What follows belongs to an exercise in optimizing a design on an open flow for small area; a production flow would make more cautious choices.
At most, simulation tests tie the RTL to the original design; equivalence was not proved.
No activity file was given, so power comes from the tool's default toggle rates.

rev 12:
// infix_expression_evaluator
module infix_expression_evaluator #(
	parameter int STACK_DEPTH = 16,
	parameter int VALUE_WIDTH = 32
) (
	input  wire logic        clk,
	input  wire logic        arst_n,
	input  wire logic        start,
	output logic             busy,
	input  wire logic [7:0]  symbol,
	input  wire logic        last,
	output logic             done,
	output logic [31:0]      value,
	output logic [1:0]       status
);
For scale: ~1100 cells after synthesis, ~640 flip-flops, ~48 I/O pins, roughly 16000 sq um of cells after synthesis.
clock: 9.0 ns
lec_check: 0
cap_margin: 20
core_margin: 2
core_utilization: 55
slew_margin: 20
standard.sh (not shown) runs the stock make flow with config.mk's settings and CLKGATE_MAP_FILE= SYNTH_SCRIPT=/design/flow/synth_recipe.tcl, a recipe that flattens the netlist after the stock synthesis.
==> flow/flow/run.sh <==
#!/bin/bash
# Layout flow: the standard flow (standard.sh, unchanged synthesis) with
# two settings passed through the environment:
#  - clock tree synthesis without dummy loads, with sink clusters of up to
#    30 flip-flops within 60 um;
#  - port buffers of the smallest buffer cell.
# The full output goes to standard.log in the work folder.
export CTS_ARGS="-sink_clustering_enable -repair_clock_nets -dont_use_dummy_load -sink_clustering_size 10 -sink_clustering_max_diameter 30 -buf_list sky130_fd_sc_hd__clkbuf_4"
export BUFFER_PORTS_ARGS="-buffer_cell sky130_fd_sc_hd__buf_1"
bash standard.sh > standard.log 2>&1
In summary, rev 12 completed successfully, with a layout that passed the timing, design-rule and antenna checks.
The inputs of rev 13 differ from those of rev 12 as listed below.
Settings: a change of CORE_UTILIZATION from 55 to 65.
--- a/flow/flow/run.sh
+++ b/flow/flow/run.sh
@@ -6,5 +6,5 @@
 #  - port buffers of the smallest buffer cell.
 # The full output goes to standard.log in the work folder.
-export CTS_ARGS="-sink_clustering_enable -repair_clock_nets -dont_use_dummy_load -sink_clustering_size 10 -sink_clustering_max_diameter 30 -buf_list sky130_fd_sc_hd__clkbuf_4"
+export CTS_ARGS="-sink_clustering_enable -repair_clock_nets -dont_use_dummy_load -sink_clustering_size 11 -sink_clustering_max_diameter 35 -buf_list sky130_fd_sc_hd__clkbuf_4"
 export BUFFER_PORTS_ARGS="-buffer_cell sky130_fd_sc_hd__buf_1"
 bash standard.sh > standard.log 2>&1
Findings:
Cmp rev 13 vs rev 12: number of filler cells placed in the layout lower in rev 13
Taking rev 12 as the reference point, the critical path required time of rev 13 falls by 0.07 ns.
Rev 13: no failed stages, no open violations at the end
Compared with rev 12, rev 13 shows a lower area inside the core boundary.
Against rev 12, design area in rev 13 came out better.
Of rev 13 and rev 12, it is rev 13 that has the lower final cell count without fillers.
The shortest period the worst path allows of rev 13 is higher than that of rev 12.
Rev 12 -> rev 13: power decreased by a few percent
Function was not checked in any run of this note: the RTL went through the layout flow alone.


Another version of the RTL of infix_expression_evaluator (not shown whole).
Size: ~1500 cells after synthesis, about 620 flip-flops, ~48 I/O pins, ~0.019 mm2 of cells after synthesis.
// infix_expression_evaluator
module infix_expression_evaluator #(
	parameter int STACK_DEPTH = 16,
	parameter int VALUE_WIDTH = 32
) (
	input  wire logic        clk,
	input  wire logic        arst_n,
	input  wire logic        start,
	output logic             busy,
	input  wire logic [7:0]  symbol,
	input  wire logic        last,
	output logic             done,
	output logic [31:0]      value,
	output logic [1:0]       status
);
	localparam int N = 14;    
	localparam logic [2:0] P_ADD = 3'b000, P_SUB = 3'b001, P_MUL = 3'b100, P_DIV = 3'b101,
	                       P_OPEN = 3'b010, P_CLOSE = 3'b011, P_FIN = 3'b110, P_NOP = 3'b111;
	localparam logic [1:0] E_OK = 2'd0, E_BAD = 2'd1, E_DIVZ = 2'd2, E_STACK = 2'd3;
	localparam logic [3:0] S_IDLE = 4'd0, S_OPR = 4'd1, S_PRE = 4'd2, S_EMIT = 4'd3,
	                       S_M1 = 4'd4, S_A1 = 4'd5, S_M2 = 4'd6, S_ZC = 4'd7,
	                       S_IT = 4'd8, S_M3 = 4'd9, S_A2 = 4'd10, S_RF = 4'd11,
	                       S_POP = 4'd12;
	logic [3:0]  state;
	logic [3:0]  ph;             
	logic [4:0]  cnt_d, cnt_o;   
	logic [1:0]  err;
	logic [2:0]  pend, top_o, sec_o;
	logic        lastq, neg;
	logic [4:0]  k;
	logic [31:0] X, Y;
	logic [32:0] R;
	logic [N*32-1:0] ring;
	logic [N*3-1:0]  oring;
	wire [31:0] tap  = ring[N*32-1 -: 32];
	wire [2:0]  otap = oring[N*3-1 -: 3];
	wire is_dig = (symbol >= 8'd48) && (symbol <= 8'd57);
	logic       is_op;
	logic [2:0] sym_code;
	always_comb begin
		is_op = 1'b1;
		sym_code = P_ADD;
  ...
clock: 9.0 ns
lec_check: 0
cap_margin: 20
core_margin: 2
core_utilization: 40
cts_cluster_diameter: 45
cts_cluster_size: 40
slew_margin: 20
run.sh (not shown) runs the stock make flow with config.mk's settings and CLKGATE_MAP_FILE= SYNTH_SCRIPT=/design/flow/synth_recipe.tcl, a recipe that flattens the netlist after the stock synthesis.
Stock flow here: none of the scripts above is used.
The starting point finished with timing, DRC and antenna clean.
Edit:
==> flow/flow/run.sh (new file) <==
#!/bin/bash
# Layout flow: the standard flow (standard.sh, unchanged synthesis) with
# two settings passed through the environment:
#  - clock tree synthesis without dummy loads, with sink clusters of up to
#    30 flip-flops within 60 um;
#  - port buffers of the smallest buffer cell.
# The full output goes to standard.log in the work folder.
export CTS_ARGS="-sink_clustering_enable -repair_clock_nets -dont_use_dummy_load -sink_clustering_size 18 -sink_clustering_max_diameter 40 -buf_list sky130_fd_sc_hd__clkbuf_8"
export BUFFER_PORTS_ARGS="-buffer_cell sky130_fd_sc_hd__buf_1"
bash standard.sh > standard.log 2>&1
==> flow/standard.sh (new file) <==
#!/bin/bash
# synth_recipe.tcl (not shown) runs the flow's synth.tcl, then flattens the netlist and writes it again
# the make line also repeats each setting of config.mk as NAME=value (left out here)
make -C /OpenROAD-flow-scripts/flow DESIGN_CONFIG=/design/flow/config.mk WORK_HOME=/design/flow/orfs CLKGATE_MAP_FILE= SYNTH_SCRIPT=/design/flow/synth_recipe.tcl "${@:-finish}"
Settings changed: CORE_UTILIZATION 40 to 65, CTS_CLUSTER_DIAMETER 45 to not set, CTS_CLUSTER_SIZE 40 to not set.
removed: flow/run.sh
The changed run finished clean; core utilization climbs by 23 points; final area shrinks by about 8%; power falls by about 15%; synthesized cell count is unchanged; area after synthesis is unchanged; final cell count shrinks by about 12%; setup slack gets better by 0.43 ns; first-iteration DRC count is lower by about 11%.
Edit:
--- a/flow/flow/run.sh
+++ b/flow/flow/run.sh
@@ -7,3 +7,3 @@
 # The full output goes to standard.log in the work folder.
-export CTS_ARGS="-sink_clustering_enable -repair_clock_nets -dont_use_dummy_load -sink_clustering_size 18 -sink_clustering_max_diameter 40 -buf_list sky130_fd_sc_hd__clkbuf_8"
+export CTS_ARGS="-sink_clustering_enable -repair_clock_nets -dont_use_dummy_load -sink_clustering_size 30 -sink_clustering_max_diameter 60"
 export BUFFER_PORTS_ARGS="-buffer_cell sky130_fd_sc_hd__buf_1"
Settings changed: CORE_UTILIZATION 65 to 40.
After rerunning:
- The new run produced a clean layout
- fmax drops by 4.6%
- sequential power barely changes
- register-to-register slack got worse by 0.26 ns
- total power goes up by 3.0%
Edit:
==> flow/run.sh (new file) <==
#!/bin/bash
# synth_recipe.tcl (not shown) runs the flow's synth.tcl, then flattens the netlist and writes it again
# the make line also repeats each setting of config.mk as NAME=value (left out here)
make -C /OpenROAD-flow-scripts/flow DESIGN_CONFIG=/design/flow/config.mk WORK_HOME=/design/flow/orfs CLKGATE_MAP_FILE= SYNTH_SCRIPT=/design/flow/synth_recipe.tcl finish
removed: flow/flow/run.sh
removed: flow/standard.sh
=> The new run completed with no timing, DRC or antenna violations. Fmax is lower by 3.1%. Hold slack improved by 0.023 ns. Via count is higher by 2.5%. Cell area grows by 6.8%.
Edit:
Settings changed: ABC_AREA set to 1, CTS_CLUSTER_DIAMETER set to 60, CTS_CLUSTER_SIZE set to 30.
Worst setup slack improved by 0.063 ns.
Area after synthesis went up by 1.0%.
Routed wire length came out higher by 8.3%.
Edit:
Settings changed: ABC_AREA 1 to not set.
Die area drops by 1.0%.
Via count drops by 12%.
Global-route usage drops by 1.1 points.
Sequential power drops by about 1%.
Sequential share of layout area climbs by 0.84 points.
Routed wire length drops by 8.2%.
Clock skew climbs by 0.0082 ns.
Fmax drops by 1.1%.
Total power drops by 5.7%.
Synthesized area drops by 1.0%.


infix_expression_evaluator, a different RTL version from the one above (not shown whole).
For scale: ~640 flip-flops, ~0.016 mm^2 of cells after synthesis.
Settings: LEC_CHECK=0, CAP_MARGIN=20, CORE_MARGIN=2, CORE_UTILIZATION=65, SLEW_MARGIN=20; clock period 9.0 ns.
standard.sh (not shown) runs the stock make flow with config.mk's settings and CLKGATE_MAP_FILE= SYNTH_SCRIPT=/design/flow/synth_recipe.tcl, a recipe that flattens the netlist after the stock synthesis.
==> flow/flow/run.sh <==
#!/bin/bash
# Layout flow: the standard flow (standard.sh, unchanged synthesis) with
# two settings passed through the environment:
#  - clock tree synthesis without dummy loads, with sink clusters of up to
#    30 flip-flops within 60 um;
#  - port buffers of the smallest buffer cell.
# The full output goes to standard.log in the work folder.
export CTS_ARGS="-sink_clustering_enable -repair_clock_nets -dont_use_dummy_load -sink_clustering_size 11 -sink_clustering_max_diameter 35 -buf_list {sky130_fd_sc_hd__clkbuf_2 sky130_fd_sc_hd__clkbuf_4}"
export BUFFER_PORTS_ARGS="-buffer_cell sky130_fd_sc_hd__buf_1"
bash standard.sh > standard.log 2>&1
The baseline went through all stages and came out clean.
==> next run, changes <==
--- a/flow/flow/run.sh
+++ b/flow/flow/run.sh
@@ -7,3 +7,3 @@
 # The full output goes to standard.log in the work folder.
-export CTS_ARGS="-sink_clustering_enable -repair_clock_nets -dont_use_dummy_load -sink_clustering_size 11 -sink_clustering_max_diameter 35 -buf_list {sky130_fd_sc_hd__clkbuf_2 sky130_fd_sc_hd__clkbuf_4}"
+export CTS_ARGS="-sink_clustering_enable -repair_clock_nets -dont_use_dummy_load -sink_clustering_size 11 -sink_clustering_max_diameter 35 -buf_list sky130_fd_sc_hd__clkbuf_4"
 export BUFFER_PORTS_ARGS="-buffer_cell sky130_fd_sc_hd__buf_1"
--- a/flow/config.mk
+++ b/flow/config.mk
@@ -9,3 +9,3 @@
 export CORE_MARGIN = 2
-export CORE_UTILIZATION = 65
+export CORE_UTILIZATION = 75
 export SLEW_MARGIN = 20
=> Setup slack got worse by 0.18 ns. Utilization goes up by 11 points. Via count rose by roughly a tenth. Die area drops by roughly a tenth. Synthesized cell count stays the same. Sequential share of layout area rises by 0.27 points. Sequential cell count does not change. Area after synthesis is unchanged. Non-clock buffer count goes up by 1. Clock power increases by a few percent. Register-to-register slack loses 0.18 ns.
==> next run, changes <==
--- a/flow/flow/run.sh
+++ b/flow/flow/run.sh
@@ -7,3 +7,3 @@
 # The full output goes to standard.log in the work folder.
-export CTS_ARGS="-sink_clustering_enable -repair_clock_nets -dont_use_dummy_load -sink_clustering_size 11 -sink_clustering_max_diameter 35 -buf_list sky130_fd_sc_hd__clkbuf_4"
+export CTS_ARGS="-sink_clustering_enable -repair_clock_nets -dont_use_dummy_load -sink_clustering_size 10 -sink_clustering_max_diameter 40 -buf_list sky130_fd_sc_hd__clkbuf_4"
 export BUFFER_PORTS_ARGS="-buffer_cell sky130_fd_sc_hd__buf_1"
--- a/flow/config.mk
+++ b/flow/config.mk
@@ -9,3 +9,3 @@
 export CORE_MARGIN = 2
-export CORE_UTILIZATION = 75
+export CORE_UTILIZATION = 65
 export SLEW_MARGIN = 20
Result: The changed run went through all stages and came out clean; worst setup slack gains 0.23 ns; non-clock buffer count goes down by 1; cell count goes up by a few percent; total power goes down by a few percent; via count goes down by roughly a tenth; routed wire length goes down by a quarter to a third; synthesized cell count stays the same; fmax goes up by a few percent; synthesized area stays the same.
==> next run, changes <==
--- a/flow/flow/run.sh
+++ b/flow/flow/run.sh
@@ -7,3 +7,3 @@
 # The full output goes to standard.log in the work folder.
-export CTS_ARGS="-sink_clustering_enable -repair_clock_nets -dont_use_dummy_load -sink_clustering_size 10 -sink_clustering_max_diameter 40 -buf_list sky130_fd_sc_hd__clkbuf_4"
+export CTS_ARGS="-sink_clustering_enable -repair_clock_nets -dont_use_dummy_load -sink_clustering_size 11 -sink_clustering_max_diameter 35 -buf_list sky130_fd_sc_hd__clkbuf_4"
 export BUFFER_PORTS_ARGS="-buffer_cell sky130_fd_sc_hd__buf_1"
--- a/flow/config.mk
+++ b/flow/config.mk
@@ -7,5 +7,5 @@
 export LEC_CHECK = 0
-export CAP_MARGIN = 20
+export CAP_MARGIN = 0
 export CORE_MARGIN = 2
 export CORE_UTILIZATION = 65
-export SLEW_MARGIN = 20
+export SLEW_MARGIN = 0
- wire length is about the same
- final area is about the same
- clock power hardly moves
- critical path depth stays the same
- combinational power barely changes
- final cell count falls by about 0.32%
- power came out lower by about 0.56%

## separate check: timing with driven ports
The flow's constraints put no driver on any port. The routed layouts listed below were extracted and timed again, unchanged, in two steps. Step 1: set_driving_cell puts a clkbuf_16 on clk and a buf_2 on each other input, an assumption about the parent block. Step 2 moves the port delays by t, midway between the first and last clock arrival at a register: inputs arrive t later, outputs are due t later. That takes back most of the time a late clock gives input paths. Three values: ideal ports, drivers, drivers and shift; two values: the first two.
run	shift t [ns]	setup WS [ns]	worst slew at a driven data input, ns	pins driven straight from the clock port
rev 12	0.730	2.597 / 2.597 / 2.597	0.07	1
rev 13	0.682	2.539 / 2.539 / 2.539	0.07	1
the first run of note 2	0.637	3.284 / 3.259 / 3.259	0.04	1
the second run of note 2	0.618	3.716 / 3.716 / 3.716	0.03	1
the third run of note 2	0.579	3.460 / 3.460 / 3.460	0.03	1
the fourth run of note 2	0.648	3.284 / 3.259 / 3.259	0.04	1
the fifth run of note 2	0.639	3.347 / 3.381 / 2.742	0.05	1
the sixth run of note 2	0.615	3.286 / 3.261 / 3.261	0.04	1
the first run of note 3	0.668	2.226 / 2.226 / 2.226	0.03	1
the second run of note 3	0.722	2.047 / 2.047 / 2.047	0.03	1
the third run of note 3	0.693	2.281 / 2.281 / 2.281	0.03	1
the fourth run of note 3	0.668	2.226 / 2.226 / 2.226	0.03	1
After both steps setup and hold are still met in every run listed. For the fifth run of note 2, which loses most, drivers alone change the setup slack by +0.034 ns; drivers and shift together by -0.605 ns.
